Background: an optimization exercise with open tools, aiming at small area. Do not read the settings as production practice. RTL that was checked went through simulation tests only; none was proved equivalent to the original. The RTL of runs 2 to 4 was laid out without a check of its function. Power figures rest on the tool's default switching activity, not on a simulated workload.

### flow/run.sh
#!/bin/bash
# synth_recipe.tcl (not shown) runs the flow's synth.tcl, then flattens the netlist and writes it again
# the make line also repeats each setting of config.mk as NAME=value (left out here)
make -C /OpenROAD-flow-scripts/flow DESIGN_CONFIG=/design/flow/config.mk WORK_HOME=/design/flow/orfs CLKGATE_MAP_FILE= SYNTH_SCRIPT=/design/flow/synth_recipe.tcl finish
### flow/config.mk
export PLATFORM = sky130hd
export DESIGN_NAME = tsdc_top
export DESIGN_NICKNAME = tsdc_top
export VERILOG_FILES = /design/flow/design.v
export SDC_FILE = /design/flow/constraint.sdc
export NUM_CORES = 4
export LEC_CHECK = 0
export CAP_MARGIN = 20
export CORE_MARGIN = 2
export CORE_UTILIZATION = 40
export SLEW_MARGIN = 20
### flow/constraint.sdc
create_clock -name core_clock -period 8.0 [get_ports {clk}]
set_input_delay 1.6000 -clock core_clock [delete_from_list [all_inputs] [get_ports {clk}]]
set_output_delay 1.6000 -clock core_clock [all_outputs]
set_load 0.01 [all_outputs]
### flow/design.v
package tsdc_pkg;
    localparam int TSDC_QUEUE_DEPTH = 2;
    localparam int CFG_ADDR_W = 5;
    localparam int CFG_DATA_W = 64;
    localparam logic [1:0] CFG_IDX_MAX_PAYLOAD = 2'd0;
    localparam logic [1:0] CFG_IDX_MAJOR       = 2'd1;
    localparam logic [1:0] CFG_IDX_MINOR       = 2'd2;
    localparam logic [34:0] CFG_MAX_PAYLOAD_RST = 35'h4_0000_0000;
    localparam logic [15:0] CFG_MAJOR_RST       = 16'd1;
    localparam logic [15:0] CFG_MINOR_RST       = 16'd0;
    localparam logic [1:0] OUT_REC_HDR = 2'd0;
    localparam logic [1:0] OUT_PAYLOAD = 2'd1;
    localparam logic [1:0] OUT_ERROR   = 2'd2;
    localparam logic [3:0] ERR_MAGIC     = 4'd0;
    localparam logic [3:0] ERR_MAJOR     = 4'd1;
    localparam logic [3:0] ERR_MINOR     = 4'd2;
    localparam logic [3:0] ERR_ENDIAN    = 4'd3;
    localparam logic [3:0] ERR_HDR_SIZE  = 4'd4;
    localparam logic [3:0] ERR_SEQUENCE  = 4'd5;
    localparam logic [3:0] ERR_ZERO_KIND = 4'd6;
    localparam logic [3:0] ERR_SIZE      = 4'd7;
    localparam logic [3:0] ERR_TRUNCATED = 4'd8;
    localparam logic [63:0] STREAM_MAGIC = 64'h4352_5447_4244_5452;
    localparam logic [31:0] ENDIAN_MARK  = 32'h0102_0304;
    localparam logic [63:0] HEADER_BYTES = 64'd24;
    localparam logic [4:0]  HDR_LAST_IDX = 5'd23;
    localparam logic [4:0]  MAGIC_LAST_IDX = 5'd7;
    typedef struct packed {
        logic [7:0] data_byte;
        logic       end_of_stream;
    } src_item_t;
    localparam int RES_ITEM_W = 178;    
    typedef struct packed {
        logic [1:0]  out_type;
        logic [63:0] rec_sequence;
        logic [31:0] rec_kind;
        logic [31:0] rec_flags;
        logic [34:0] rec_size;
        logic [7:0]  payload_value;
        logic        last;
        logic [3:0]  error_code;
    } res_item_t;
    typedef struct packed {
        logic [34:0] max_payload_bytes;
        logic [15:0] supported_major;
        logic [15:0] supported_minor;
    } cfg_t;
endpackage
module tsdc_top
(
    input  logic        clk,
    input  logic        rst_n,
    input  logic        psel,
    input  logic        penable,
    input  logic        pwrite,
    input  logic [4:0]  paddr,
    input  logic [63:0] pwdata,
    output logic [63:0] prdata,
    output logic        pready,
    input  logic        src_valid,
    output logic        src_stall,
    input  logic [7:0]  src_data,
    input  logic        src_eos,
    output logic        res_valid,
    input  logic        res_stall,
    output logic [1:0]  res_type,
    output logic [63:0] res_sequence,
    output logic [31:0] res_kind,
    output logic [31:0] res_flags,
    output logic [34:0] res_size,
    output logic [7:0]  res_payload,
    output logic        res_last,
    output logic [3:0]  res_error
);
    localparam logic [1:0] PH_FILE = 2'd0;
    localparam logic [1:0] PH_REC  = 2'd1;
    localparam logic [1:0] PH_PAY  = 2'd2;
    localparam logic [1:0] PH_HALT = 2'd3;
    localparam logic [1:0] T_HDR = 2'd0;
    localparam logic [1:0] T_PAY = 2'd1;
    localparam logic [1:0] T_ERR = 2'd2;
    localparam logic [63:0] MAGIC  = 64'h4352_5447_4244_5452;
    localparam logic [31:0] ENDIAN = 32'h0102_0304;
    logic [34:0] cfg_max;
    logic [15:0] cfg_major;
    logic [15:0] cfg_minor;
    always_ff @(posedge clk or negedge rst_n)
    begin
        if (!rst_n)
        begin
            cfg_max   <= 35'h4_0000_0000;
            cfg_major <= 16'd1;
            cfg_minor <= 16'd0;
        end
        else if (psel && penable && pwrite)
        begin
            case (paddr[4:3])
                2'd0:    cfg_max   <= pwdata[34:0];
                2'd1:    cfg_major <= pwdata[15:0];
                2'd2:    cfg_minor <= pwdata[15:0];
                default: ;
            endcase
        end
    end
    always_comb
    begin
        case (paddr[4:3])
            2'd0:    prdata = {29'd0, cfg_max};
            2'd1:    prdata = {48'd0, cfg_major};
            2'd2:    prdata = {48'd0, cfg_minor};
            default: prdata = '0;
        endcase
    end
    assign pready = 1'b1;
    logic       v0, v1;
    logic [1:0] t0, t1;
    logic [7:0] d0, d1;
    logic       l0, l1;
    logic       accept;
    logic       pop;
    logic       push;
    logic [1:0] p_type;
    logic [7:0] p_data;
    logic       p_last;
    assign src_stall = v1;
    assign res_valid = v0;
    assign accept    = src_valid && !v1;
    assign pop       = v0 && !res_stall;
    logic [1:0]  ph, ph_n;
    logic [4:0]  idx, idx_n;
    logic        bad;            
    logic        upper;          
    logic [63:0] hseq;           
    logic [31:0] ck, cf;         
    logic [34:0] cs;
    logic [31:0] ok, of;         
    logic [34:0] os;
    logic [31:0] ck_n, cf_n;
    logic [34:0] cs_n;
    logic [7:0]  b;
    logic        eos;
    logic [63:0] exp_seq;
    logic [7:0]  ref_byte;
    logic        cmp_en;
    logic        bad_n;
    logic        up_b;
    logic        upper_all;
    logic        err_push;
    logic [3:0]  err_code;
    logic        lane_wr;
    logic        pay_acc;
    assign b       = src_data;
    assign eos     = src_eos;
    assign exp_seq = hseq + 64'd1;
    always_comb
    begin
        if (ph == PH_FILE)
            ref_byte = idx[3] ? ENDIAN[{idx[1:0], 3'b000} +: 8] : MAGIC[{idx[2:0], 3'b000} +: 8];
        else
            ref_byte = exp_seq[{idx[2:0], 3'b000} +: 8];
    end
    assign cmp_en    = (idx[4:3] == 2'b00) || (ph == PH_FILE && idx[4:2] == 3'b011);
    assign bad_n     = ((idx != 5'd0) && bad) || (cmp_en && (b != ref_byte));
    assign up_b      = (idx == 5'd20) ? (|b[7:3]) : (|b);
    assign upper_all = upper || (|b);
    always_comb
    begin
        ph_n     = ph;
        idx_n    = idx;
        push     = 1'b0;
        err_push = 1'b0;
        err_code = 4'd0;
        p_type   = T_HDR;
        p_last   = 1'b0;
        lane_wr  = 1'b0;
        pay_acc  = 1'b0;
        if (accept)
        begin
            case (ph)
                PH_FILE:
                begin
                    if (eos)
                    begin
                        err_push = 1'b1;
                        err_code = 4'd8;
                    end
                    else
                    begin
                        lane_wr = 1'b1;
                        idx_n   = idx + 5'd1;
                        if (idx == 5'd7 && bad_n)
                        begin
                            err_push = 1'b1;
                            err_code = 4'd0;
                        end
                        else if (idx == 5'd23)
                        begin
                            idx_n = 5'd0;
                            if (ck[15:0] != cfg_major)
                            begin
                                err_push = 1'b1;
                                err_code = 4'd1;
                            end
                            else if (ck[31:16] > cfg_minor)
                            begin
                                err_push = 1'b1;
                                err_code = 4'd2;
                            end
                            else if (bad)
                            begin
                                err_push = 1'b1;
                                err_code = 4'd3;
                            end
                            else if (upper_all || cs != 35'd24)
                            begin
                                err_push = 1'b1;
                                err_code = 4'd4;
                            end
                            else
                            begin
                                ph_n = PH_REC;
                            end
                        end
                    end
                end
                PH_REC:
                begin
                    if (eos)
                    begin
                        ph_n = PH_HALT;
                        if (idx != 5'd0)
                        begin
                            err_push = 1'b1;
                            err_code = 4'd8;
                        end
                    end
                    else
                    begin
                        lane_wr = 1'b1;
                        if (idx != 5'd23)
                        begin
                            idx_n = idx + 5'd1;
                        end
                        else
                        begin
                            idx_n = 5'd0;
                            if (bad)
                            begin
                                err_push = 1'b1;
                                err_code = 4'd5;
                            end
                            else if (ck == 32'd0)
                            begin
                                err_push = 1'b1;
                                err_code = 4'd6;
                            end
                            else if (upper_all || cs > cfg_max)
                            begin
                                err_push = 1'b1;
                                err_code = 4'd7;
                            end
                            else
                            begin
                                push   = 1'b1;
                                p_type = T_HDR;
                                p_last = (cs == 35'd0);
                                ph_n   = (cs != 35'd0) ? PH_PAY : PH_REC;
                            end
                        end
                    end
                end
                PH_PAY:
                begin
                    if (eos)
                    begin
                        err_push = 1'b1;
                        err_code = 4'd8;
                    end
                    else
                    begin
                        pay_acc = 1'b1;
                        push    = 1'b1;
                        p_type  = T_PAY;
                        p_last  = (cs == 35'd1);
                        if (cs == 35'd1)
                            ph_n = PH_REC;
                    end
                end
                default:
                begin
                end
            endcase
        end
        if (err_push)
        begin
            push   = 1'b1;
            p_type = T_ERR;
            ph_n   = PH_HALT;
        end
    end
    assign p_data = err_push ? {4'd0, err_code} : b;
    always_comb
    begin
        ck_n = ck;
        cf_n = cf;
        cs_n = cs;
        if (err_push)
        begin
            ck_n = '0;
            cf_n = '0;
            cs_n = '0;
        end
        else if (lane_wr)
        begin
            case (idx)
                5'd8:  ck_n[7:0]   = b;
                5'd9:  ck_n[15:8]  = b;
                5'd10: ck_n[23:16] = b;
                5'd11: ck_n[31:24] = b;
                5'd12: cf_n[7:0]   = b;
                5'd13: cf_n[15:8]  = b;
                5'd14: cf_n[23:16] = b;
                5'd15: cf_n[31:24] = b;
                5'd16: cs_n[7:0]   = b;
                5'd17: cs_n[15:8]  = b;
                5'd18: cs_n[23:16] = b;
                5'd19: cs_n[31:24] = b;
                5'd20: cs_n[34:32] = b[2:0];
                default: ;
            endcase
        end
        else if (pay_acc)
        begin
            cs_n = cs - 35'd1;
        end
    end
    logic       head_ld;
    logic [1:0] head_type_n;
    assign head_ld     = (pop && v1) || (push && (!v0 || pop));
    assign head_type_n = (pop && v1) ? t1 : p_type;
    always_ff @(posedge clk or negedge rst_n)
    begin
        if (!rst_n)
        begin
            v0   <= 1'b0;
            v1   <= 1'b0;
            ph   <= PH_FILE;
            idx  <= 5'd0;
            hseq <= 64'd0;
        end
        else
        begin
            if (pop)
            begin
                v1 <= 1'b0;
                v0 <= v1 || push;
            end
            else if (push)
            begin
                v0 <= 1'b1;
                v1 <= v0;
            end
            ph  <= ph_n;
            idx <= idx_n;
            if (head_ld && head_type_n == T_HDR)
                hseq <= exp_seq;
        end
    end
    always_ff @(posedge clk)
    begin
        if (head_ld)
        begin
            if (pop && v1)
            begin
                t0 <= t1;
                d0 <= d1;
                l0 <= l1;
            end
            else
            begin
                t0 <= p_type;
                d0 <= p_data;
                l0 <= p_last;
            end
        end
        if (push && v0 && !pop)
        begin
            t1 <= p_type;
            d1 <= p_data;
            l1 <= p_last;
        end
        if (accept)
            bad <= bad_n;
        if (accept && idx[4] && idx[2])
            upper <= (idx == 5'd20) ? up_b : (upper || up_b);
        ck <= ck_n;
        cf <= cf_n;
        cs <= cs_n;
        if (head_ld && head_type_n != T_PAY)
        begin
            ok <= ck_n;
            of <= cf_n;
            os <= cs_n;
        end
    end
    logic h_err;
    assign h_err        = (t0 == T_ERR);
    assign res_type     = t0;
    assign res_sequence = h_err ? 64'd0 : hseq;
    assign res_kind     = ok;
    assign res_flags    = of;
    assign res_size     = os;
    assign res_payload  = (t0 == T_PAY) ? d0 : 8'd0;
    assign res_last     = l0;
    assign res_error    = h_err ? d0[3:0] : 4'd0;
endmodule
==> impl_metrics.csv, run 1 <==
group,metric,value,unit
run_status,status,"timing/DRC/antenna clean",
drt,antenna_left,0,
grt,grtUsageTotal,25.5,%
place,placedCellCount,2964,
die,dieHeight,228,µm
timing,maxSlewHeadroom,26.4,%
grt,globalRouteOverflowTotal,0,
timing,fin_worst_skew,0.0313,ns
logic_synthesis,async_flop_share,38.7,%
cts,cts_max_level,2,
finish,diodes,0,
place,place.gp.congestion,0.935,
cts,clock-sinks,362,
min_path,hold_class,"flip-flop to flip-flop",
grt,first_global_vias,16600,
flow_run,cap_violations,0,
timing,post-route-min-period,6.01,ns
timing,timing.fmax,0.166,GHz
logic_synthesis,synth_ff_type,"dfrtp_1",
drt,via_count,17300,
timing,worst_pin_slew,1.10,ns
die,start_util,40.3,%
finish,fin_nets,2486,
timing,rsz0062_at_grt,"false",
setup_path,crit_path_max_fanout,63,
cts,numCtsBuffers,41,
setup_path,critPathLaunchType,"flip-flop",
grt,grt_max_degree,78,
logic_synthesis,synth_edf_count,123,
cts,cts_setup_buffers,0,
die,die_w,228,µm
place,dpl_cell_area,23200,µm²
cts,root_buffer,"clkbuf_16",
finish,final_area,24500,µm²
power_and_ir_drop,powerDensity,273,nW/µm²
logic_synthesis,synth_cells,2146,
drt,wl_per_cell,22.4,µm
drt,first_pass_iters,5,
cts,ctsResizeCount,0,
setup_path,crit_path_top_delay_cell,"dfrtp_1",
drt,drtIter0Drc,1487,
logic_synthesis,ys_ff_latch,362,
place,dp_hpwl,49500,µm
setup_path,critPathMaxStageDelay,1.03,ns
setup_path,worst_setup_path_end_kind,"flip-flop",
cts,cts_max_path_buffers,3,
logic_synthesis,synth_warnings,1,
timing,setup_tns,0,ns
timing,slew_viol_final,0,
setup_path,crit_type,"flip-flop to flip-flop",
place,portBuffers,267,
drt,drcViolationCount,0,
power_and_ir_drop,finalPower,6.70,mW
finish,final_cells,3040,
timing,min_period_over_period,75.1,%
logic_synthesis,ys_types,85,
setup_path,crit_buf_inv,2,
logic_synthesis,ys_seq_area_share,45.6,%
setup_path,cpLargestDelayFamily,"simple AND/OR/NAND/NOR gates",
die,dieArea,52100,µm²
cts,clkTransAtPathRegs,0.06,ns
die,placementRows,82,
timing,fin_ws,1.99,ns
grt,grt_first_pass_wirelength,103000,µm
setup_path,cp.required,8.20,ns
finish,syn_to_final_growth,21.7,%
cts,hold_buffers,0,
timing,setup_viol,0,
setup_path,critPathArrivalTime,6.21,ns
cts,cts_tree,"built",
die,io_pins,330,
place,place_worst_setup_slack,1.41,ns
cts,clk_latency,0.58,ns
logic_synthesis,syn_avg_cell_area,9.38,µm²
logic_synthesis,netlist_area,20100,µm²
setup_path,path_cells,"clkinv_1, ha_1, or3b_2, o21ai_0, a221oi_1, o31ai_1, a21oi_1, a32oi_1, xnor2_1, nor4_1, a31oi_4, buf_4, nor2b_1, nor2_1",
drt,vias_per_cell,5.68,
die,core_area,50000,µm²
power_and_ir_drop,p_leak,9.62,nW
power_and_ir_drop,peakVddDrop,0.166,mV
drt,drt_wl_total,68000,µm
timing,hold_viol_final,0,
grt,antenna_found_initial,0,
finish,drive_above_1_share,7.14,%
[cells in the mapped netlist (12+ instances only)]
| cell | count | area share (%) |
|---|---|---|
| mux2_2 | 29 | 1.6 |
| or3_1 | 20 | 0.62 |
| nor2b_1 | 18 | 0.56 |
| mux2i_1 | 68 | 3.4 |
| dfrtp_1 | 138 | 17 |
| nor3_1 | 88 | 2.2 |
| clkbuf_1 | 103 | 1.9 |
| o21ai_0 | 120 | 3.0 |
| ha_1 | 65 | 4.0 |
| and2_1 | 85 | 2.6 |
| edfxtp_1 | 123 | 18 |
| nand2_1 | 202 | 3.8 |
| nor2_1 | 161 | 3.0 |
| buf_4 | 30 | 1.1 |
| or4_1 | 18 | 0.67 |
| nand3_1 | 78 | 1.9 |
| xor2_1 | 83 | 3.6 |
| a21o_1 | 15 | 0.56 |
| nand4_1 | 61 | 1.9 |
| and3_1 | 12 | 0.37 |
| a31oi_1 | 13 | 0.40 |
| and4_1 | 19 | 0.83 |
| dfxtp_1 | 99 | 9.8 |
| buf_2 | 21 | 0.52 |
| buf_1 | 12 | 0.22 |
| a21oi_1 | 92 | 2.3 |
| o31ai_1 | 12 | 0.45 |
| xnor2_1 | 30 | 1.3 |
| nor4_1 | 74 | 2.3 |
| inv_1 | 83 | 1.5 |
| nand2b_1 | 18 | 0.56 |
[power breakdown]
group          internal [mW]  leakage [nW]  total (mW)  switching (mW)
combinational          0.864          5.25        2.14            1.27
clock                   1.07         0.637        1.87           0.804
sequential              2.32          3.73        2.68           0.364
[layout by cell type, fill, tap and decap left out, drive strengths merged, types with 18 or more instances in the layout]
cell type,instances
a21oi,103
nor4,78
dfrtp,138
buf,30
clkbuf,56
nand4,62
inv,87
nor2,162
nand3,78
ha,65
and2,85
and4,19
dfxtp,99
o21ai,120
edfxtp,123
clkdlybuf4s50,265
mux2,29
xor2,83
or4,20
nand2b,18
nand2,202
conb,30
nor2b,18
mux2i,68
xnor2,30
nor3,88
or3,21
[worst reg2reg max path, stage by stage (launching register included)]
cell and delay, ns:
dfrtp_1 1.03, clkinv_1 0.69, ha_1 0.64, or3b_2 0.46
o21ai_0 0.09, a221oi_1 0.13, o31ai_1 0.10, a21oi_1 0.08
a32oi_1 0.25, xnor2_1 0.18, nor4_1 0.12, a31oi_4 0.20
buf_4 0.65, nor2b_1 0.23, nor2_1 0.79
[layout make-up]
class | instances | area, µm²
Sequential cell | 362 | 9180
Tap cell | 672 | 841
Clock buffer | 56 | 1090
Multi-Input combinational cell | 1551 | 9950
Timing Repair Buffer | 295 | 2890
Inverter | 85 | 319
Fill cell | 4747 | 25500
Clock inverter | 19 | 230
[flip-flops by register name (all words and copies together), names as in the netlist, 16 cells and up]
signal     count
hseq          64
os            35
cfg_minor     16
cfg_major     16
ck            32
cf            32
of            32
cs            35
cfg_max       35
ok            32
[metrics by stage]
stage | util [%] | hold WS (ns)
after floorplan | - | 0.431
after global placement | 46.3 | 0.444
after detailed placement | 46.3 | 0.458
after CTS | 49.0 | 0.460
after global routing | 49.1 | 0.479
final | 49.1 | 0.464
[worst paths after layout]
path,depth (start not counted),slack (ns),to,start
setup / recovery,14,1.99,l1$_DFFE_PP_,idx[0]$_DFFE_PN0P_
hold / removal,2,0.46,cf[30]$_DFF_P_,cf[30]$_DFF_P_
setup reg to reg,14,1.99,l1$_DFFE_PP_,idx[0]$_DFFE_PN0P_
hold reg to reg,2,0.46,cf[30]$_DFF_P_,cf[30]$_DFF_P_
max in group asynchronous,2,5.50,hseq[11]$_DFFE_PN0P_,rst_n
min in group asynchronous,1,1.09,hseq[18]$_DFFE_PN0P_,rst_n
[metal layers]
layer	vias up	share of wire (%)	track usage, %
met5	-	0	0
met2	595	50	44.0
met1	8536	42	32.9
li1	8018	-	-
met3	115	5.4	3.74
met4	0	3.0	7.97
[kinds of logic (layout without fill, tap and decap cells)]
kind of cell	count (synthesis)	count (layout)	synth area share, %
DFF	362	362	45.6
buffers and inverters	261	455	5.90
muxes	97	97	5.00
other	2	30	0.0373
xor gates and xnor gates	113	113	4.92
and+or+nand+nor	890	890	23.0
AOI/OAI and AO/OA	356	356	11.5
adders and majority gates	65	65	4.04
==> run 2, diff against run 1 <==
--- a/flow/design.v
+++ b/flow/design.v
@@ -135,11 +135,8 @@
     logic [34:0] cs;
     logic [31:0] ok, of;         
     logic [34:0] os;
-    logic [31:0] ck_n, cf_n;
-    logic [34:0] cs_n;
     logic [7:0]  b;
     logic        eos;
-    logic [63:0] exp_seq;
     logic [7:0]  ref_byte;
     logic        cmp_en;
     logic        bad_n;
@@ -151,13 +148,17 @@
     logic        pay_acc;
     assign b       = src_data;
     assign eos     = src_eos;
-    assign exp_seq = hseq + 64'd1;
+    logic        cy;             
+    logic        cy_eff;
+    logic [7:0]  hb;
+    assign cy_eff  = (idx == 5'd0) || cy;
+    assign hb      = hseq[{idx[2:0], 3'b000} +: 8];
     always_comb
     begin
         if (ph == PH_FILE)
             ref_byte = idx[3] ? ENDIAN[{idx[1:0], 3'b000} +: 8] : MAGIC[{idx[2:0], 3'b000} +: 8];
         else
-            ref_byte = exp_seq[{idx[2:0], 3'b000} +: 8];
+            ref_byte = hb + {7'd0, cy_eff};
     end
     assign cmp_en    = (idx[4:3] == 2'b00) || (ph == PH_FILE && idx[4:2] == 3'b011);
     assign bad_n     = ((idx != 5'd0) && bad) || (cmp_en && (b != ref_byte));
@@ -299,40 +300,29 @@
         end
     end
     assign p_data = err_push ? {4'd0, err_code} : b;
+    logic        c_shift;
+    logic [34:0] cs_dec;
+    assign c_shift = lane_wr && (idx >= 5'd8) && (idx <= 5'd19);
+    assign cs_dec  = cs - 35'd1;
+    logic [31:0] ck_n, cf_n;
+    logic [34:0] cs_n;
     always_comb
     begin
-        ck_n = ck;
-        cf_n = cf;
-        cs_n = cs;
+        {cs_n, cf_n, ck_n} = {cs, cf, ck};
         if (err_push)
-        begin
-            ck_n = '0;
-            cf_n = '0;
-            cs_n = '0;
-        end
-        else if (lane_wr)
-        begin
-            case (idx)
-                5'd8:  ck_n[7:0]   = b;
-                5'd9:  ck_n[15:8]  = b;
-                5'd10: ck_n[23:16] = b;
-                5'd11: ck_n[31:24] = b;
-                5'd12: cf_n[7:0]   = b;
-                5'd13: cf_n[15:8]  = b;
-                5'd14: cf_n[23:16] = b;
-                5'd15: cf_n[31:24] = b;
-                5'd16: cs_n[7:0]   = b;
-                5'd17: cs_n[15:8]  = b;
-                5'd18: cs_n[23:16] = b;
-                5'd19: cs_n[31:24] = b;
-                5'd20: cs_n[34:32] = b[2:0];
-                default: ;
-            endcase
-        end
+            {cs_n, cf_n, ck_n} = '0;
+        else if (c_shift)
+            {cs_n[31:0], cf_n, ck_n} = {b, cs[31:0], cf, ck[31:8]};
+        else if (lane_wr && idx == 5'd20)
+            cs_n[34:32] = b[2:0];
         else if (pay_acc)
-        begin
-            cs_n = cs - 35'd1;
-        end
+            cs_n = cs_dec;
+    end
+    always_ff @(posedge clk)
+    begin
+        ck <= ck_n;
+        cf <= cf_n;
+        cs <= cs_n;
     end
     logic       head_ld;
     logic [1:0] head_type_n;
@@ -362,8 +352,7 @@
             end
             ph  <= ph_n;
             idx <= idx_n;
-            if (head_ld && head_type_n == T_HDR)
-                hseq <= exp_seq;
+            hseq <= hseq + {63'd0, head_ld && head_type_n == T_HDR};
         end
     end
     always_ff @(posedge clk)
@@ -390,12 +379,12 @@
             l1 <= p_last;
         end
         if (accept)
+        begin
             bad <= bad_n;
+            cy  <= cy_eff && (hb == 8'hFF);
+        end
         if (accept && idx[4] && idx[2])
             upper <= (idx == 5'd20) ? up_b : (upper || up_b);
-        ck <= ck_n;
-        cf <= cf_n;
-        cs <= cs_n;
         if (head_ld && head_type_n != T_PAY)
         begin
             ok <= ck_n;
--- a/flow/config.mk
+++ b/flow/config.mk
@@ -8,4 +8,5 @@
 export CAP_MARGIN = 20
 export CORE_MARGIN = 2
 export CORE_UTILIZATION = 40
+export CTS_BUF_LIST = sky130_fd_sc_hd__clkbuf_4
 export SLEW_MARGIN = 20
==> impl_metrics.csv, run 2 <==
group,metric,value,unit
die,dieHeight,217,µm
power_and_ir_drop,p_leak,9.14,nW
cts,cts_max_level,3,
die,core_area,44400,µm²
setup_path,worst_setup_path_end_kind,"flip-flop",
grt,first_global_vias,14400,
logic_synthesis,ys_seq_area_share,50.9,%
finish,final_cell_mix,"clkdlybuf4s50_1 (265), nand2_1 (254), clkbuf_4 (144), dfrtp_1 (138), edfxtp_1 (124)",
cts,cts_setup_buffers,0,
place,dp_hpwl,37500,µm
setup_path,critPathLaunchType,"flip-flop",
timing,hold_viol_final,0,
die,die_w,217,µm
setup_path,crit_type,"flip-flop to flip-flop",
logic_synthesis,ys_ff_latch,363,
setup_path,critPathArrivalTime,7.51,ns
logic_synthesis,syn_avg_cell_area,10.2,µm²
setup_path,crit_path_top_delay_cell,"dfrtp_1",
logic_synthesis,synth_ff_type,"dfrtp_1",
timing,timing.fmax,0.147,GHz
grt,antenna_found_initial,3,
drt,first_pass_iters,5,
timing,setup_viol,0,
cts,root_buffer,"clkbuf_4",
logic_synthesis,ys_types,80,
setup_path,cp.required,8.71,ns
logic_synthesis,netlist_area,18100,µm²
place,place.gp.congestion,0.883,
finish,final_util,50.7,%
die,start_util,40.8,%
finish,regMostFlops,"hseq",
cts,numCtsBuffers,96,
timing,rsz0062_at_grt,"false",
timing,post-route-min-period,6.79,ns
finish,final_cells,2758,
finish,fin_nets,2237,
die,placementRows,77,
cts,cts_tree,"built",
cts,hold_buffers,0,
drt,vias_per_cell,5.22,
cts,clk_latency,0.83,ns
flow_run,cap_violations,0,
power_and_ir_drop,peakVddDrop,0.121,mV
grt,grt_first_pass_wirelength,81900,µm
logic_synthesis,synth_warnings,1,
grt,grtUsageTotal,22.3,%
finish,largest_register_ffs,64,
setup_path,cpMostUsedCell,"ha_1",
drt,antenna_left,0,
timing,min_period_over_period,84.9,%
logic_synthesis,async_flop_share,38.6,%
cts,clock-sinks,363,
logic_synthesis,synth_top_area_cell,"edfxtp_1",
logic_synthesis,synth_edf_count,124,
drt,via_count,14400,
cts,ctsResizeCount,0,
timing,fin_worst_skew,0.0513,ns
cts,cts_max_path_buffers,3,
finish,syn_to_final_growth,24.3,%
run_status,status,"timing/DRC/antenna clean",
place,placedCellCount,2581,
setup_path,path_cells,"buf_4, mux4_2, mux2i_1, inv_1, ha_1, xnor2_1, a32o_1, a211oi_1, o2111ai_1, nand4bb_1, o221a_4, nor2_1, ha_1, ha_1, nand3_1, or3_1, nor3_1, nand3_1, nor3_1, nand4_1, nor2_1, xor2_1",
drt,drt_wl_total,52400,µm
timing,slew_viol_final,0,
min_path,hold_class,"flip-flop to flip-flop",
logic_synthesis,synth.most_common_cell,"nand2_1",
timing,maxSlewHeadroom,34.6,%
drt,drtIter0Drc,1071,
logic_synthesis,synth_cells,1782,
timing,worst_pin_slew,0.981,ns
setup_path,critPathMaxStageDelay,0.74,ns
timing,setup_tns,0,ns
die,dieArea,47000,µm²
power_and_ir_drop,powerDensity,266,nW/µm²
logic_synthesis,synth_top_area_share,20.6,%
setup_path,crit_path_max_fanout,12,
logic_synthesis,yosys-top-cells-area,"edfxtp_1 (21%), dfrtp_1 (19%), dfxtp_1 (11%)",
place,portBuffers,267,
cts,clkTransAtPathRegs,0.07,ns
die,io_pins,330,
finish,drive_above_1_share,12.2,%
grt,globalRouteOverflowTotal,0,
drt,wl_per_cell,19.0,µm
drt,drcViolationCount,0,
finish,final_common_cell,"clkdlybuf4s50_1",
logic_synthesis,synth_commonest_cells,"nand2_1 (254), dfrtp_1 (138), edfxtp_1 (124)",
grt,grt_max_degree,87,
## run 2: layout make-up
| cell class | instances | area (µm²) |
|---|---|---|
| Tap cell | 592 | 741 |
| Clock inverter | 31 | 201 |
| Inverter | 83 | 312 |
| Clock buffer | 144 | 1080 |
| Multi-Input combinational cell | 1253 | 8120 |
| Sequential cell | 363 | 9210 |
| Fill cell | 4140 | 21900 |
| Antenna cell | 2 | 5.00 |
| Timing Repair Buffer | 290 | 2840 |
## run 2: cell families after synthesis
kind of cell | synth area share, %
adders and majority gates | 4.49
other | 0.0415
muxes | 5.26
xor gates and xnor gates | 5.51
AOI/OAI and AO/OA | 10.2
and+or+nand+nor | 18.4
buffers and inverters | 5.14
DFF | 50.9
## run 2: final timing paths
check / start / to / slack [ns] / cells past startpoint
worst max-delay path: idx[0]$_DFFE_PN0P_ / hseq[58]$_DFF_PN0_ / 1.21 / 22
worst min-delay path: cf[15]$_DFF_P_ / cf[7]$_DFF_P_ / 0.47 / 2
worst max register to register: idx[0]$_DFFE_PN0P_ / hseq[58]$_DFF_PN0_ / 1.21 / 22
worst min register to register: cf[15]$_DFF_P_ / cf[7]$_DFF_P_ / 0.47 / 2
max in group asynchronous: rst_n / idx[2]$_DFFE_PN0P_ / 5.80 / 2
min in group asynchronous: rst_n / cfg_max[31]$_DFFE_PN0P_ / 0.80 / 1
## run 2: through the flow
step                hold WS (ns)  area [µm²]  power, mW  setup slack (ns)
CTS                        0.465       22500       6.06              1.18
floorplan                  0.441       18200       3.65              1.64
global route               0.503       22500       6.38             0.611
detailed placement         0.464       21200       4.34             0.956
finish                     0.466       22500       6.00              1.21
global placement           0.459       21200       4.31             0.969
## run 2: worst max-delay path: cells and delay by family (launching register included)
kind | cells | cell delay [ns]
buffers and inverters | 2 | 0.48
xor gates and xnor gates | 2 | 0.33
muxes | 2 | 0.81
AOI/OAI and AO/OA | 4 | 1.00
and+or+nand+nor | 9 | 2.52
adders and majority gates | 3 | 0.82
DFF | 1 | 0.74
## run 2: report_power, final
part	leakage [nW]	switching [mW]	internal (mW)
Sequential	3.74	0.328	2.29
Clock	0.763	0.794	0.894
Combinational	4.64	0.944	0.748
## run 2: metal layers
layer  vias up  wire length, µm  global-route usage, %
met5         -               28                      0
met4         4             1280                   8.06
met3        89             3620                   5.53
met2       457            22900                   33.4
met1      6935            24500                   31.4
li1       6910                -                      -
==> run 3, diff against run 2 <==
==> flow/flow/run.sh (new file) <==
#!/bin/bash
# The standard layout, with two changes: the port buffers are buf_1 cells
# instead of the resizer's default pick, and clock tree synthesis adds no
# dummy loads. Each tool's output goes to a log file in this folder.
set -euo pipefail
export BUFFER_PORTS_ARGS="-buffer_cell sky130_fd_sc_hd__buf_1"
export CTS_ARGS="-sink_clustering_enable -repair_clock_nets -dont_use_dummy_load"
bash standard.sh finish > standard.log 2>&1
==> flow/standard.sh (new file) <==
#!/bin/bash
# synth_recipe.tcl (not shown) runs the flow's synth.tcl, then flattens the netlist and writes it again
# the make line also repeats each setting of config.mk as NAME=value (left out here)
make -C /OpenROAD-flow-scripts/flow DESIGN_CONFIG=/design/flow/config.mk WORK_HOME=/design/flow/orfs CLKGATE_MAP_FILE= SYNTH_SCRIPT=/design/flow/synth_recipe.tcl "${@:-finish}"
--- a/flow/config.mk
+++ b/flow/config.mk
@@ -8,5 +8,4 @@
 export CAP_MARGIN = 20
 export CORE_MARGIN = 2
 export CORE_UTILIZATION = 40
-export CTS_BUF_LIST = sky130_fd_sc_hd__clkbuf_4
 export SLEW_MARGIN = 20
removed: flow/run.sh
==> impl_metrics.csv, run 3 <==
group,metric,value,unit
die,dieHeight,217,µm
finish,final_util,46.3,%
finish,final_common_cell,"buf_1",
setup_path,r2r_cells,22,
cts,cts_tree,"built",
die,io_pins,330,
setup_path,endpoint,"hseq[59]$_DFF_PN0_",
setup_path,reg2reg_to,"hseq[59]$_DFF_PN0_",
setup_path,r2r_slack,1.05,ns
logic_synthesis,synth_compound_area_share,10.2,%
setup_path,critPathMaxStageDelay,0.87,ns
setup_path,crit_type,"flip-flop to flip-flop",
timing,setup_viol,0,
logic_synthesis,yosys.area_share.simple,18.4,%
setup_path,cpMostUsedCell,"ha_1",
finish,multi_input_area,8120,µm²
logic_synthesis,syn_avg_cell_area,10.2,µm²
cts,cts_setup_buffers,0,
timing,worst_pin_slew,1.10,ns
logic_synthesis,synthXorXnorAreaFrac,5.51,%
finish,drive_above_1_share,7.01,%
die,die_w,217,µm
drt,vias_per_cell,5.34,
timing,setup_tns,0,ns
timing,rsz0062_at_grt,"false",
die,core_area,44400,µm²
place,dp_hpwl,36500,µm
setup_path,worst_setup_path_end_kind,"flip-flop",
timing,fin_worst_skew,0.0547,ns
logic_synthesis,async_flop_share,38.6,%
die,start_util,40.8,%
timing,slew_viol_final,0,
finish,final_cell_mix,"buf_1 (265), nand2_1 (254), dfrtp_1 (138), edfxtp_1 (124), nor2_1 (114)",
timing,timing.fmax,0.144,GHz
cts,clock-sinks,363,
drt,drtIter0Drc,1238,
drt,drt_wl_total,50400,µm
power_and_ir_drop,peakVddDrop,0.126,mV
logic_synthesis,synth_warnings,1,
setup_path,cp.required,8.40,ns
cts,cts_max_level,2,
setup_path,rr_startpoint,"idx[0]$_DFFE_PN0P_",
logic_synthesis,synth_commonest_cells,"nand2_1 (254), dfrtp_1 (138), edfxtp_1 (124)",
cts,ctsResizeCount,0,
cts,root_buffer,"clkbuf_16",
cts,clk_latency,0.57,ns
power_and_ir_drop,p_leak,8.18,nW
setup_path,crit_path_max_fanout,16,
logic_synthesis,ys_seq_area_share,50.9,%
grt,first_global_vias,13100,
logic_synthesis,synth.most_common_cell,"nand2_1",
run_status,status,"timing/DRC/antenna clean",
logic_synthesis,synth_top_family_by_area,"simple AND/OR/NAND/NOR gates",
cts,hold_buffers,0,
logic_synthesis,ys_types,80,
cts,cts_max_path_buffers,3,
grt,globalRouteOverflowTotal,0,
grt,antenna_found_initial,4,
place,place.gp.congestion,0.908,
drt,antenna_left,0,
logic_synthesis,synth_cells,1782,
setup_path,crit_path_top_delay_cell,"dfrtp_1",
grt,grt_max_degree,84,
cts,clkTransAtPathRegs,0.05,ns
logic_synthesis,netlist_area,18100,µm²
timing,post-route-min-period,6.95,ns
logic_synthesis,synth_top_area_cell,"edfxtp_1",
logic_synthesis,synth_fa_ha_area_share,4.49,%
drt,via_count,14000,
grt,grtUsageTotal,21.0,%
logic_synthesis,ys_ff_latch,363,
place,portBuffers,267,
drt,wl_per_cell,19.2,µm
finish,fillCellCount,4225,
logic_synthesis,synth_ff_type,"dfrtp_1",
setup_path,path_cells,"inv_1, ha_1, nor4b_1, or2_2, ha_1, ha_1, xnor2_1, a32o_1, a211oi_1, o2111ai_1, nand4bb_1, o221a_4, nor2_1, ha_1, nand4_1, nor3_1, nand2_1, nor4_1, and4_1, and4_1, nand4_1, xnor2_1",
die,placementRows,77,
finish,seq_area,9210,µm²
setup_path,critPathLaunchType,"flip-flop",
logic_synthesis,yosys-top-cells-area,"edfxtp_1 (21%), dfrtp_1 (19%), dfxtp_1 (11%)",
setup_path,startpoint,"idx[0]$_DFFE_PN0P_",
timing,maxSlewHeadroom,26.6,%
timing,hold_viol_final,0,
finish,syn_to_final_growth,13.5,%
finish,largest_register_ffs,64,
finish,regMostFlops,"hseq",
setup_path,critPathArrivalTime,7.35,ns
finish,fin_nets,2178,
min_path,hold_class,"flip-flop to flip-flop",
drt,drcViolationCount,0,
logic_synthesis,synth_top_area_share,20.6,%
die,dieArea,47000,µm²
timing,min_period_over_period,86.9,%
cts,numCtsBuffers,40,
logic_synthesis,synth_edf_count,124,
drt,first_pass_iters,5,
grt,grt_first_pass_wirelength,77100,µm
power_and_ir_drop,powerDensity,278,nW/µm²
logic_synthesis,muxShareOfSynthArea,5.26,%
flow_run,cap_violations,0,
-- run 3: cell counts after synthesis --
Identical to the previous run, type by type.
-- run 3: kinds of logic (layout without fill, tap and decap cells) --
group / Yosys count / in the layout
AO/OA/AOI/OAI: 291 / 291
XOR/XNOR: 114 / 114
adder cells (fa/ha/maj): 65 / 65
buffers and inverters: 194 / 410
flip-flops: 363 / 363
multiplexers: 70 / 70
other: 2 / 32
AND/OR/NAND/NOR: 683 / 683
-- run 3: routing by layer --
| metal | track usage (%) | vias to the layer above | share of wire (%) | routed length (µm) |
|---|---|---|---|---|
| met5 | 0 | - | 0.046 | 23 |
| met4 | 4.89 | 4 | 1.6 | 787 |
| met3 | 4.15 | 57 | 5.9 | 2990 |
| met2 | 32.1 | 415 | 45 | 22600 |
| met1 | 30.8 | 6833 | 48 | 24100 |
| li1 | - | 6683 | - | - |
-- run 3: critical path: cells and delay by family, from the launching register on --
family / cells / cell delay [ns]
simple gates: 11 / 3.38
compound gates: 4 / 0.96
xor+xnor: 2 / 0.32
fa+ha+maj: 4 / 1.08
flops: 1 / 0.87
buf+inv: 1 / 0.21
-- run 3: worst min path at each step --
stage                         startpoint              to  slack [ns]  cells past startpoint
after global placement    cf[17]$_DFF_P_   cf[9]$_DFF_P_        0.46                      2
after detailed placement  cf[13]$_DFF_P_   cf[5]$_DFF_P_        0.47                      2
final                     cf[31]$_DFF_P_  cf[23]$_DFF_P_        0.47                      2
after global routing      cf[13]$_DFF_P_   cf[5]$_DFF_P_        0.49                      2
after CTS                 cf[10]$_DFF_P_   cf[2]$_DFF_P_        0.47                      2
after floorplan            cf[4]$_DFF_P_  ck[28]$_DFF_P_        0.44                      2
-- run 3: power by group --
| group | switching [mW] | internal (mW) |
|---|---|---|
| logic | 0.944 | 0.586 |
| clock network | 0.681 | 0.876 |
| registers | 0.332 | 2.29 |
-- run 3: stage by stage --
| stage | cell area (µm²) | power [mW] | hold WS [ns] | setup WS (ns) | std cells |
|---|---|---|---|---|---|
| after floorplan | 18200 | 3.65 | 0.441 | 1.64 | 1810 |
| after CTS | 20600 | 5.76 | 0.472 | 1.05 | 2618 |
| after detailed placement | 19600 | 4.18 | 0.470 | 1.03 | 2578 |
| after global placement | 19600 | 4.14 | 0.457 | 1.18 | 2578 |
| final | 20600 | 5.71 | 0.474 | 1.05 | 2620 |
| after global routing | 20600 | 6.04 | 0.486 | 0.419 | 2620 |
-- run 3: layout make-up --
class | count | share of cell area [%]
Inverter | 83 | 1.52
Multi-Input combinational cell | 1253 | 39.5
Timing Repair Buffer | 287 | 5.69
Antenna cell | 2 | 0.0243
Sequential cell | 363 | 44.8
Tap cell | 592 | 3.60
Clock buffer | 40 | 4.87
==> run 4, diff against run 3 <==
==> flow/flow/run.sh (replaced) <==
#!/bin/bash
# The standard layout, with two changes: the port buffers are buf_1 cells
# instead of the resizer's default pick, and clock tree synthesis uses
# clkbuf_4 cells on small sink clusters without dummy loads. Each tool's
# output goes to a log file in this folder.
set -euo pipefail
export BUFFER_PORTS_ARGS="-buffer_cell sky130_fd_sc_hd__buf_1"
export CTS_ARGS="-sink_clustering_enable -repair_clock_nets -dont_use_dummy_load -buf_list sky130_fd_sc_hd__clkbuf_4 -sink_clustering_size 12 -sink_clustering_max_diameter 40"
bash standard.sh finish > standard.log 2>&1
==> impl_metrics.csv, run 4 <==
group,metric,value,unit
logic_synthesis,synth_top_area_share,20.6,%
drt,drt_wl_total,50300,µm
setup_path,r2r_cells,22,
power_and_ir_drop,peakVddDrop,0.102,mV
timing,maxSlewHeadroom,27.5,%
cts,numCtsBuffers,53,
setup_path,reg2reg_to,"hseq[59]$_DFF_PN0_",
power_and_ir_drop,p_leak,7.93,nW
logic_synthesis,synth_cells,1782,
min_path,hold_class,"flip-flop to flip-flop",
finish,fin_nets,2191,
grt,grt_max_degree,84,
power_and_ir_drop,comb_power_share,30.3,%
setup_path,critPathLaunchType,"flip-flop",
cts,cts_setup_buffers,0,
die,core_area,44400,µm²
cts,cts_max_path_buffers,3,
die,dieHeight,217,µm
finish,final_area,20000,µm²
drt,wl_per_cell,19.1,µm
timing,fin_worst_skew,0.100,ns
die,die_w,217,µm
logic_synthesis,ys_seq_area_share,50.9,%
power_and_ir_drop,switchingPower,1.88,mW
grt,grtUsageTotal,21.0,%
logic_synthesis,synth_top_area_cell,"edfxtp_1",
setup_path,cp.required,8.66,ns
setup_path,rr_startpoint,"idx[0]$_DFFE_PN0P_",
timing,slew_viol_final,0,
cts,clk_latency,0.83,ns
finish,final_cell_mix,"buf_1 (265), nand2_1 (254), dfrtp_1 (138), edfxtp_1 (124), nor2_1 (114)",
logic_synthesis,synth_commonest_cells,"nand2_1 (254), dfrtp_1 (138), edfxtp_1 (124)",
timing,worst_pin_slew,1.09,ns
timing,setup_tns,0,ns
grt,antenna_found_initial,6,
finish,largest_register_ffs,64,
logic_synthesis,netlist_area,18100,µm²
drt,via_count,14100,
place,dp_hpwl,36500,µm
logic_synthesis,synth_warnings,1,
setup_path,crit_type,"flip-flop to flip-flop",
timing,hold_viol_final,0,
cts,ctsResizeCount,0,
power_and_ir_drop,seq_power_share,51.8,%
die,start_util,40.8,%
min_path,min_path_cells,2,
power_and_ir_drop,switching_share,37.2,%
grt,grt_first_pass_wirelength,76900,µm
cts,root_buffer,"clkbuf_4",
flow_run,cap_violations,0,
cts,clkTransAtPathRegs,0.11,ns
run_status,status,"timing/DRC/antenna clean",
power_and_ir_drop,powerDensity,253,nW/µm²
place,dpl_cell_area,19600,µm²
drt,first_pass_iters,8,
die,placementRows,77,
cts,cts_max_level,2,
logic_synthesis,async_flop_share,38.6,%
min_path,min_from,"cf[12]$_DFF_P_",
timing,post-route-min-period,6.98,ns
grt,globalRouteOverflowTotal,0,
finish,drive_above_1_share,7.60,%
drt,drcViolationCount,0,
setup_path,worst_setup_path_end_kind,"flip-flop",
logic_synthesis,ys_types,80,
logic_synthesis,yosys-top-cells-area,"edfxtp_1 (21%), dfrtp_1 (19%), dfxtp_1 (11%)",
place,place.gp.congestion,0.908,
cts,clock-sinks,363,
power_and_ir_drop,pwr-share-clk,17.9,%
timing,timing.fmax,0.143,GHz
timing,min_period_over_period,87.2,%
place,portBuffers,267,
drt,drtIter0Drc,1177,
timing,rsz0062_at_grt,"false",
setup_path,r2r_slack,1.02,ns
grt,first_global_vias,13200,
min_path,hold_end,"cf[4]$_DFF_P_",
die,io_pins,330,
cts,hold_buffers,0,
drt,vias_per_cell,5.33,
finish,final_common_cell,"buf_1",
setup_path,crit_path_max_fanout,16,
logic_synthesis,syn_avg_cell_area,10.2,µm²
logic_synthesis,ys_ff_latch,363,
power_and_ir_drop,p_int,3.17,mW
drt,antenna_left,0,
logic_synthesis,synth_ff_type,"dfrtp_1",
logic_synthesis,synth.most_common_cell,"nand2_1",
timing,setup_viol,0,
logic_synthesis,synth_edf_count,124,
cts,cts_tree,"built",
die,dieArea,47000,µm²
finish,syn_to_final_growth,10.2,%
finish,regMostFlops,"hseq",
setup_path,critPathArrivalTime,7.64,ns
-- run 4: area by class of cell --
type | instances | area [µm²]
diodes | 4 | 10.0
repair buffers | 287 | 1170
well taps | 592 | 741
clock buffers | 53 | 398
flip-flops and latches | 363 | 9210
inverters | 83 | 312
multi-input cells | 1253 | 8120
fillers | 4309 | 24500
-- run 4: stage by stage --
step                setup slack, ns  utilization, %  hold slack [ns]  total power, mW  std cells
global route                  0.415            44.9            0.484             5.38       2635
floorplan                      1.64               -            0.441             3.65       1810
global placement               1.18            44.0            0.457             4.14       2578
CTS                            1.05            44.9            0.462             5.10       2631
detailed placement             1.03            44.0            0.470             4.18       2578
finish                         1.02            44.9            0.447             5.05       2635
-- run 4: cells by family after synthesis --
logic type	count (synthesis)	share of synthesized area [%]
xor gates and xnor gates	114	5.51
DFF	363	50.9
and+or+nand+nor	683	18.4
adders and majority gates	65	4.49
muxes	70	5.26
other	2	0.0415
buffers and inverters	194	5.14
AOI/OAI and AO/OA	291	10.2
-- run 4: how the worst max path moves through the flow --
stage                                   from  slack, ns  cells after the start                 end
after floorplan           idx[1]$_DFFE_PN0P_       1.64                     16     of[0]$_DFFE_PP_
after global placement           src_data[1]       1.18                     18  hseq[59]$_DFF_PN0_
after detailed placement  idx[0]$_DFFE_PN0P_       1.03                     22  hseq[59]$_DFF_PN0_
after CTS                 idx[0]$_DFFE_PN0P_       1.05                     22  hseq[59]$_DFF_PN0_
final                     idx[0]$_DFFE_PN0P_       1.02                     22  hseq[59]$_DFF_PN0_
after global routing      idx[0]$_DFFE_PN0P_       0.42                     22  hseq[59]$_DFF_PN0_
-- run 4: power groups by stage --
stage / registers [mW] / logic, mW / clock network, mW
after global placement: 2.65 / 1.49 / 0
final: 2.62 / 1.53 / 0.906
after floorplan: 2.55 / 1.10 / 0
after global routing: 2.66 / 1.70 / 1.02
after detailed placement: 2.66 / 1.52 / 0
after CTS: 2.62 / 1.53 / 0.946
-- run 4: worst max-delay path: stages, from the launching register on --
cell and delay, ns:
dfrtp_1 0.89, inv_1 0.21, ha_1 0.28, nor4b_1 0.18, or2_2 0.32, ha_1 0.26
ha_1 0.28, xnor2_1 0.17, a32o_1 0.23, a211oi_1 0.31, o2111ai_1 0.18, nand4bb_1 0.24
o221a_4 0.24, nor2_1 0.23, ha_1 0.26, nand4_1 0.15, nor3_1 0.58, nand2_1 0.27
nor4_1 0.61, and4_1 0.29, and4_1 0.35, nand4_1 0.15, xnor2_1 0.15
-- run 4: routing by layer --
| metal | share of wire, % | vias to the layer above | GRT usage, % |
|---|---|---|---|
| met3 | 6.5 | 73 | 4.30 |
| met5 | 0.046 | - | 0 |
| met1 | 47 | 6785 | 30.5 |
| met2 | 45 | 481 | 31.8 |
| li1 | - | 6710 | - |
| met4 | 1.8 | 4 | 5.46 |
==> run 5, diff against run 4 <==
--- a/flow/design.v
+++ b/flow/design.v
@@ -128,8 +128,6 @@
     assign pop       = v0 && !res_stall;
     logic [1:0]  ph, ph_n;
     logic [4:0]  idx, idx_n;
-    logic        bad;            
-    logic        upper;          
     logic [63:0] hseq;           
     logic [31:0] ck, cf;         
     logic [34:0] cs;
@@ -137,33 +135,72 @@
     logic [34:0] os;
     logic [7:0]  b;
     logic        eos;
-    logic [7:0]  ref_byte;
-    logic        cmp_en;
-    logic        bad_n;
-    logic        up_b;
-    logic        upper_all;
     logic        err_push;
     logic [3:0]  err_code;
     logic        lane_wr;
     logic        pay_acc;
-    assign b       = src_data;
-    assign eos     = src_eos;
+    assign b   = src_data;
+    assign eos = src_eos;
+    logic        fa, fb, fc, fd;
+    logic        fa_n, fb_n, fc_n, fd_n;
     logic        cy;             
     logic        cy_eff;
     logic [7:0]  hb;
-    assign cy_eff  = (idx == 5'd0) || cy;
-    assign hb      = hseq[{idx[2:0], 3'b000} +: 8];
+    logic [7:0]  ref_byte;
+    logic        eq, gt;
+    logic        file;
+    assign file   = (ph == PH_FILE);
+    assign cy_eff = (idx == 5'd0) || cy;
+    assign hb     = hseq[{idx[2:0], 3'b000} +: 8];
     always_comb
     begin
-        if (ph == PH_FILE)
-            ref_byte = idx[3] ? ENDIAN[{idx[1:0], 3'b000} +: 8] : MAGIC[{idx[2:0], 3'b000} +: 8];
+        ref_byte = 8'd0;
+        if (file)
+        begin
+            case (idx[4:2])
+                3'b000, 3'b001: ref_byte = MAGIC[{idx[2:0], 3'b000} +: 8];
+                3'b010:         ref_byte = idx[1] ? cfg_minor[{idx[0], 3'b000} +: 8]
+                                                  : cfg_major[{idx[0], 3'b000} +: 8];
+                3'b011:         ref_byte = ENDIAN[{idx[1:0], 3'b000} +: 8];
+                default:        ref_byte = (idx == 5'd16) ? 8'd24 : 8'd0;
+            endcase
+        end
         else
-            ref_byte = hb + {7'd0, cy_eff};
+        begin
+            case (idx[4:2])
+                3'b000, 3'b001: ref_byte = hb + {7'd0, cy_eff};
+                3'b100:         ref_byte = cfg_max[{idx[1:0], 3'b000} +: 8];
+                3'b101:         ref_byte = (idx[1:0] == 2'd0) ? {5'd0, cfg_max[34:32]} : 8'd0;
+                default:        ref_byte = 8'd0;
+            endcase
+        end
+    end
+    assign eq = (b == ref_byte);
+    assign gt = (b > ref_byte);
+    always_comb
+    begin
+        fa_n = fa;
+        fb_n = fb;
+        fc_n = fc;
+        fd_n = fd;
+        if (idx[4:3] == 2'b00)                           
+            fa_n = ((idx != 5'd0) && fa) || !eq;
+        if (file && idx[4:1] == 4'b0100)                 
+            fa_n = ((idx != 5'd8) && fa) || !eq;
+        if (file && idx[4:1] == 4'b0101)                 
+            fb_n = gt || (eq && (idx != 5'd10) && fb);
+        if (!file && idx[4:2] == 3'b010)                 
+            fb_n = ((idx != 5'd8) && fb) || !eq;
+        if (idx[4:2] == 3'b011)                          
+            fc_n = ((idx != 5'd12) && fc) || !eq;
+        if (idx[4])                                      
+        begin
+            if (file)
+                fd_n = ((idx != 5'd16) && fd) || !eq;
+            else
+                fd_n = gt || (eq && (idx != 5'd16) && fd);
+        end
     end
-    assign cmp_en    = (idx[4:3] == 2'b00) || (ph == PH_FILE && idx[4:2] == 3'b011);
-    assign bad_n     = ((idx != 5'd0) && bad) || (cmp_en && (b != ref_byte));
-    assign up_b      = (idx == 5'd20) ? (|b[7:3]) : (|b);
-    assign upper_all = upper || (|b);
     always_comb
     begin
         ph_n     = ph;
@@ -189,7 +226,7 @@
                     begin
                         lane_wr = 1'b1;
                         idx_n   = idx + 5'd1;
-                        if (idx == 5'd7 && bad_n)
+                        if (idx == 5'd7 && fa_n)
                         begin
                             err_push = 1'b1;
                             err_code = 4'd0;
@@ -197,22 +234,22 @@
                         else if (idx == 5'd23)
                         begin
                             idx_n = 5'd0;
-                            if (ck[15:0] != cfg_major)
+                            if (fa)
                             begin
                                 err_push = 1'b1;
                                 err_code = 4'd1;
                             end
-                            else if (ck[31:16] > cfg_minor)
+                            else if (fb)
                             begin
                                 err_push = 1'b1;
                                 err_code = 4'd2;
                             end
-                            else if (bad)
+                            else if (fc)
                             begin
                                 err_push = 1'b1;
                                 err_code = 4'd3;
                             end
-                            else if (upper_all || cs != 35'd24)
+                            else if (fd_n)
                             begin
                                 err_push = 1'b1;
                                 err_code = 4'd4;
@@ -245,17 +282,17 @@
                         else
                         begin
                             idx_n = 5'd0;
-                            if (bad)
+                            if (fa)
                             begin
                                 err_push = 1'b1;
                                 err_code = 4'd5;
                             end
-                            else if (ck == 32'd0)
+                            else if (!fb)
                             begin
                                 err_push = 1'b1;
                                 err_code = 4'd6;
                             end
-                            else if (upper_all || cs > cfg_max)
+                            else if (fd_n)
                             begin
                                 err_push = 1'b1;
                                 err_code = 4'd7;
@@ -352,7 +389,10 @@
             end
             ph  <= ph_n;
             idx <= idx_n;
-            hseq <= hseq + {63'd0, head_ld && head_type_n == T_HDR};
+            if (head_ld && head_type_n == T_ERR)
+                hseq <= 64'd0;
+            else
+                hseq <= hseq + {63'd0, head_ld && head_type_n == T_HDR};
         end
     end
     always_ff @(posedge clk)
@@ -380,11 +420,12 @@
         end
         if (accept)
         begin
-            bad <= bad_n;
-            cy  <= cy_eff && (hb == 8'hFF);
+            fa <= fa_n;
+            fb <= fb_n;
+            fc <= fc_n;
+            fd <= fd_n;
+            cy <= cy_eff && (b == 8'd0);
         end
-        if (accept && idx[4] && idx[2])
-            upper <= (idx == 5'd20) ? up_b : (upper || up_b);
         if (head_ld && head_type_n != T_PAY)
         begin
             ok <= ck_n;
@@ -395,7 +436,7 @@
     logic h_err;
     assign h_err        = (t0 == T_ERR);
     assign res_type     = t0;
-    assign res_sequence = h_err ? 64'd0 : hseq;
+    assign res_sequence = hseq;
     assign res_kind     = ok;
     assign res_flags    = of;
     assign res_size     = os;
==> flow/flow/run.sh (replaced) <==
#!/bin/bash
# The standard layout, with two changes: the port buffers are buf_1 cells
# instead of the resizer's default pick, and clock tree synthesis uses
# clkbuf_4 cells on small sink clusters without dummy loads. Each tool's
# output goes to a log file in this folder.
set -euo pipefail
export BUFFER_PORTS_ARGS="-buffer_cell sky130_fd_sc_hd__buf_1"
export CTS_ARGS="-sink_clustering_enable -repair_clock_nets -dont_use_dummy_load -buf_list sky130_fd_sc_hd__clkbuf_4 -sink_clustering_size 11 -sink_clustering_max_diameter 40"
bash standard.sh finish > standard.log 2>&1
--- a/flow/config.mk
+++ b/flow/config.mk
@@ -7,5 +7,5 @@
 export LEC_CHECK = 0
 export CAP_MARGIN = 20
 export CORE_MARGIN = 2
-export CORE_UTILIZATION = 40
+export CORE_UTILIZATION = 65
 export SLEW_MARGIN = 20
==> impl_metrics.csv, run 5 <==
group,metric,value,unit
timing,worst_pin_slew,1.04,ns
timing,timing.fmax,0.133,GHz
timing,rsz0062_at_grt,"false",
grt,antenna_found_initial,2,
power_and_ir_drop,seq_power_share,51.8,%
die,start_util,65.5,%
cts,clk_latency,0.71,ns
finish,final_common_cell,"buf_1",
logic_synthesis,synth_ff_type,"dfrtp_1",
cts,cts_max_level,2,
place,dpl_cell_area,18100,µm²
die,io_pins,330,
power_and_ir_drop,switchingPower,1.90,mW
timing,fin_worst_skew,0.0837,ns
setup_path,reg2reg_to,"hseq[59]$_DFF_PN0_",
drt,dr_wl_met3,2800,µm
cts,cts_setup_buffers,0,
logic_synthesis,synth_cells,1542,
cts,clock-sinks,365,
grt,grt_first_pass_wirelength,62000,µm
grt,globalRouteOverflowTotal,0,
logic_synthesis,ys_seq_area_share,54.8,%
timing,maxSlewHeadroom,30.6,%
drt,wl_met2,19100,µm
min_path,hold_end,"cf[7]$_DFF_P_",
finish,syn_to_final_growth,9.44,%
drt,antenna_left,0,
power_and_ir_drop,comb_power_share,32.2,%
power_and_ir_drop,p_leak,6.95,nW
place,place.gp.congestion,0.902,
cts,cts_tree,"built",
logic_synthesis,synth_warnings,1,
grt,first_global_vias,11900,
logic_synthesis,synth_top_area_cell,"edfxtp_1",
finish,final_util,71.7,%
logic_synthesis,synth_edf_count,126,
timing,post-route-min-period,7.52,ns
grt,grtUsageTotal,28.8,%
finish,final_cell_mix,"buf_1 (266), nand2_1 (210), nor2_1 (145), dfrtp_1 (137), edfxtp_1 (126)",
cts,ctsResizeCount,0,
power_and_ir_drop,finalPower,5.20,mW
setup_path,r2r_cells,25,
timing,min_period_over_period,94.0,%
finish,regMostFlops,"hseq",
setup_path,critPathArrivalTime,8.05,ns
logic_synthesis,yosys-top-cells-area,"edfxtp_1 (22%), dfrtp_1 (20%), dfxtp_1 (12%)",
finish,fin_nets,1904,
drt,drt_wl_total,39800,µm
logic_synthesis,ys_types,71,
setup_path,crit_path_max_fanout,13,
cts,cts_max_path_buffers,3,
setup_path,startpoint,"idx[0]$_DFFE_PN0P_",
logic_synthesis,ys_ff_latch,365,
place,placedCellCount,2083,
drt,wl_per_cell,18.7,µm
finish,drive_above_1_share,11.8,%
logic_synthesis,synth_top_area_share,22.4,%
cts,root_buffer,"clkbuf_4",
drt,first_pass_iters,7,
setup_path,critPathLaunchType,"flip-flop",
timing,hold_viol_final,0,
flow_run,cap_violations,0,
logic_synthesis,synth_commonest_cells,"nand2_1 (210), nor2_1 (145), dfrtp_1 (138)",
finish,largest_register_ffs,64,
grt,grt_max_degree,88,
finish,final_area,18500,µm²
timing,setup_viol,0,
min_path,hold_class,"flip-flop to flip-flop",
min_path,min_from,"cf[15]$_DFF_P_",
die,dieArea,27300,µm²
drt,drtIter0Drc,1142,
drt,routed.top_layer,"met5",
place,portBuffers,267,
run_status,status,"timing/DRC/antenna clean",
setup_path,cp.required,8.53,ns
power_and_ir_drop,peakVddDrop,0.171,mV
place,dp_hpwl,27500,µm
die,core_area,25800,µm²
timing,slew_viol_final,0,
die,dieHeight,165,µm
power_and_ir_drop,powerDensity,281,nW/µm²
setup_path,crit_type,"flip-flop to flip-flop",
cts,clkTransAtPathRegs,0.11,ns
finish,final_cells,2131,
cts,numCtsBuffers,47,
die,placementRows,59,
power_and_ir_drop,pwr-share-clk,16.1,%
drt,wl_met1,16900,µm
logic_synthesis,netlist_area,16900,µm²
drt,via_count,12400,
logic_synthesis,syn_avg_cell_area,11.0,µm²
power_and_ir_drop,p_int,3.30,mW
setup_path,worst_setup_path_end_kind,"flip-flop",
min_path,min_path_cells,2,
setup_path,r2r_slack,0.48,ns
setup_path,rr_startpoint,"idx[0]$_DFFE_PN0P_",
timing,setup_tns,0,ns
die,die_w,165,µm
power_and_ir_drop,switching_share,36.5,%
logic_synthesis,async_flop_share,38.4,%
drt,drcViolationCount,0,
drt,vias_per_cell,5.83,
cts,hold_buffers,0,
logic_synthesis,synth.most_common_cell,"nand2_1",
[run 5: cell count changes after synthesis, sizes merged, moves of 17 or more]
cell / previous run / this run
o21ai: 90 / 38
and2: 75 / 39
mux2: 29 / 79
inv: 83 / 29
mux4: 16 / 33
nor2: 115 / 145
ha: 65 / 22
nand2: 254 / 210
[run 5: how the worst max path moves through the flow]
stage	to	slack, ns	cells past startpoint
3_5_place_dp	hseq[59]$_DFF_PN0_	0.62	26
6_report	hseq[59]$_DFF_PN0_	0.48	25
5_1_grt	hseq[58]$_DFF_PN0_	0.0007	27
4_1_cts	hseq[58]$_DFF_PN0_	0.53	26
2_1_floorplan	of[0]$_DFFE_PP_	0.02	23
3_3_place_gp	hseq[59]$_DFF_PN0_	0.67	25
[run 5: critical path, cell delays in order (launching register included)]
cell,delay [ns]
dfrtp_2,0.66
inv_1,0.17
ha_1,0.30
nor4b_1,0.19
or2_2,0.37
ha_1,0.23
ha_1,0.28
a222oi_1,0.35
nor3_1,0.09
nor2_1,0.17
ha_1,0.26
a2111oi_0,0.69
o311ai_2,0.27
a21boi_1,0.39
o21ba_2,0.47
clkinv_2,0.17
a2111oi_0,0.42
buf_4,0.20
ha_1,0.22
nand4_1,0.21
nor4_4,0.25
buf_4,0.20
and2_1,0.34
and4_1,0.25
xnor2_1,0.12
nor2_1,0.06
[run 5: kinds of logic after synthesis]
| family | after synthesis | synth area share [%] |
|---|---|---|
| other | 2 | 0.0444 |
| buffers and inverters | 140 | 3.85 |
| XOR/XNOR | 101 | 5.23 |
| AO/OA/AOI/OAI | 214 | 7.72 |
| adder cells (fa/ha/maj) | 22 | 1.63 |
| multiplexers | 136 | 11.1 |
| AND/OR/NAND/NOR | 562 | 15.7 |
| flip-flops | 365 | 54.8 |
[run 5: final cells by class]
cell class / instances / area, µm²
fillers: 1964 / 7320
repair buffers: 289 / 1170
clock buffers: 47 / 353
diodes: 1 / 2.50
flip-flops and latches: 365 / 9270
multi-input cells: 1065 / 7190
well taps: 335 / 419
inverters: 29 / 110
[run 5: per-layer routing]
metal | up-vias | GRT usage [%]
met5 | - | 0
li1 | 5882 | -
met3 | 84 | 5.49
met2 | 462 | 46.8
met4 | 2 | 8.39
met1 | 5992 | 39.8
[run 5: per-stage QoR]
stage / setup WS, ns / hold WS [ns]
floorplan: 0.0196 / 0.436
global placement: 0.667 / 0.445
detailed placement: 0.618 / 0.455
CTS: 0.527 / 0.428
global route: 0.000737 / 0.427
finish: 0.481 / 0.434
[run 5: power by group through the flow]
stage               logic [mW]  registers [mW]  clock network, mW
floorplan                 1.17            2.68                  0
global placement          1.62            2.71                  0
detailed placement        1.65            2.73                  0
CTS                       1.66            2.69              0.855
global route              1.83            2.74              0.919
finish                    1.67            2.69              0.837
==> run 6, diff against run 5 <==
--- a/flow/config.mk
+++ b/flow/config.mk
@@ -7,5 +7,5 @@
 export LEC_CHECK = 0
 export CAP_MARGIN = 20
 export CORE_MARGIN = 2
-export CORE_UTILIZATION = 65
+export CORE_UTILIZATION = 40
 export SLEW_MARGIN = 20
==> impl_metrics.csv, run 6 <==
group,metric,value,unit
logic_synthesis,synth_commonest_cells,"nand2_1 (210), nor2_1 (145), dfrtp_1 (138)",
cts,cts_max_path_buffers,3,
finish,final_cell_mix,"buf_1 (266), nand2_1 (210), nor2_1 (144), dfrtp_1 (136), edfxtp_1 (126)",
setup_path,critPathArrivalTime,8.08,ns
drt,first_pass_iters,5,
drt,via_count,12500,
grt,first_global_vias,12500,
timing,min_period_over_period,93.0,%
drt,drtIter0Drc,684,
drt,wl_per_cell,18.9,µm
finish,regMostFlops,"hseq",
die,die_w,210,µm
power_and_ir_drop,seq_power_share,51.1,%
die,placementRows,75,
finish,drive_above_1_share,11.9,%
place,portBuffers,267,
cts,cts_max_level,2,
power_and_ir_drop,comb_power_share,31.9,%
setup_path,reg2reg_to,"hseq[59]$_DFF_PN0_",
logic_synthesis,synth_cells,1542,
place,placedCellCount,2285,
logic_synthesis,synth_ff_type,"dfrtp_1",
drt,drt_wl_total,44300,µm
finish,fin_nets,1909,
logic_synthesis,yosys-top-cells-area,"edfxtp_1 (22%), dfrtp_1 (20%), dfxtp_1 (12%)",
drt,vias_per_cell,5.35,
finish,largest_register_ffs,64,
setup_path,cp.required,8.64,ns
timing,worst_pin_slew,1.06,ns
timing,post-route-min-period,7.44,ns
setup_path,r2r_cells,28,
power_and_ir_drop,powerDensity,282,nW/µm²
power_and_ir_drop,switchingPower,1.96,mW
power_and_ir_drop,switching_share,36.9,%
setup_path,crit_path_top_delay_cell,"dfrtp_2",
setup_path,rr_startpoint,"idx[1]$_DFFE_PN0P_",
grt,antenna_found_initial,1,
logic_synthesis,async_flop_share,38.4,%
finish,final_cells,2340,
power_and_ir_drop,peakVddDrop,0.144,mV
die,dieArea,44000,µm²
grt,grt_first_pass_wirelength,69100,µm
timing,setup_tns,0,ns
cts,cts_tree,"built",
min_path,hold_class,"flip-flop to flip-flop",
finish,seq_area,9270,µm²
power_and_ir_drop,finalPower,5.30,mW
logic_synthesis,synth_top_area_cell,"edfxtp_1",
place,place.gp.congestion,0.869,
timing,hold_viol_final,0,
setup_path,endpoint,"hseq[59]$_DFF_PN0_",
setup_path,crit_type,"flip-flop to flip-flop",
finish,multi_input_area,7170,µm²
die,dieHeight,210,µm
logic_synthesis,synth_edf_count,126,
setup_path,critPathLaunchType,"flip-flop",
logic_synthesis,netlist_area,16900,µm²
finish,final_common_cell,"buf_1",
drt,drcViolationCount,0,
cts,clk_latency,0.80,ns
run_status,status,"timing/DRC/antenna clean",
cts,clkTransAtPathRegs,0.11,ns
logic_synthesis,syn_avg_cell_area,11.0,µm²
timing,timing.fmax,0.134,GHz
cts,numCtsBuffers,53,
timing,maxSlewHeadroom,29.2,%
finish,fillCellCount,4099,
setup_path,critPathMaxStageDelay,0.57,ns
power_and_ir_drop,pwr-share-clk,17.1,%
logic_synthesis,synth_warnings,1,
power_and_ir_drop,p_leak,6.98,nW
==> run 6: cell counts after synthesis <==
Identical to the previous run, type by type.
==> run 6: timing repair <==
item | in CTS | in global routing
hold buffers | 0 | 0
endpoints found under the setup margin | 0 | 14
buffers inserted | 0 | 0
endpoints found under the hold margin | 0 | 0
gates resized for setup | 0 | 1
==> run 6: metal layers <==
layer / up-vias / track usage (%) / wire length, µm / share of wire (%)
li1: 5900 / - / - / -
met1: 6207 / 26.4 / 19600 / 44
met2: 359 / 32.5 / 21000 / 47
met3: 64 / 4.23 / 2590 / 5.9
met4: 0 / 6.58 / 1020 / 2.3
met5: - / 0 / 0 / 0
==> run 6: tightest hold or removal path: cells and delay by family, from the launching register on <==
kind             cells  cell delay [ns]
AO/OA/AOI/OAI        1             0.06
flip-flops           1             0.31
AND/OR/NAND/NOR      1             0.05
==> run 6: area by class of cell <==
class | instances | share of cell area (%)
flip-flops and latches | 365 | 49.3
multi-input cells | 1065 | 38.1
repair buffers | 288 | 6.25
well taps | 539 | 3.59
clock buffers | 53 | 2.12
inverters | 29 | 0.585
diodes | 1 | 0.0133
==> run 6: kinds of logic after synthesis <==
family	after synthesis	share of synthesized area, %
simple gates	562	15.7
flops	365	54.8
compound gates	214	7.72
buf+inv	140	3.85
mux	136	11.1
xor+xnor	101	5.23
fa+ha+maj	22	1.63
other cells	2	0.0444
==> run 6: worst min path at each step <==
stage / endpoint / slack, ns / depth (start not counted) / startpoint
floorplan: ck[0]$_DFF_P_ / 0.44 / 2 / ck[0]$_DFF_P_
global placement: ck[2]$_DFF_P_ / 0.45 / 2 / ck[2]$_DFF_P_
detailed placement: ck[5]$_DFF_P_ / 0.45 / 2 / ck[5]$_DFF_P_
CTS: cf[17]$_DFF_P_ / 0.46 / 2 / cf[25]$_DFF_P_
global route: cf[18]$_DFF_P_ / 0.48 / 2 / cf[26]$_DFF_P_
finish: cf[17]$_DFF_P_ / 0.46 / 2 / cf[25]$_DFF_P_
==> run 6: power by group through the flow <==
stage | registers, mW | logic, mW | clock network, mW
floorplan | 2.68 | 1.17 | 0
global placement | 2.74 | 1.67 | 0
detailed placement | 2.75 | 1.69 | 0
CTS | 2.71 | 1.70 | 0.951
global route | 2.76 | 1.85 | 1.02
finish | 2.71 | 1.69 | 0.903
==> run 6: stage by stage <==
step	hold WS, ns	worst slack, ns	cell area, µm²	util [%]
finish	0.456	0.561	18800	44.9
global route	0.478	0.0120	18800	44.9
CTS	0.455	0.381	18800	44.9
detailed placement	0.451	0.425	18400	43.9
global placement	0.446	0.508	18400	43.9
floorplan	0.436	0.0196	17000	-

Setup slack of run 6, layout unchanged: 0.561 ns with ideal ports, 0.561 ns with driving cells assumed (clock clkbuf_16, inputs buf_2), 0.561 ns with port delays also shifted by the 0.804 ns mid clock arrival.
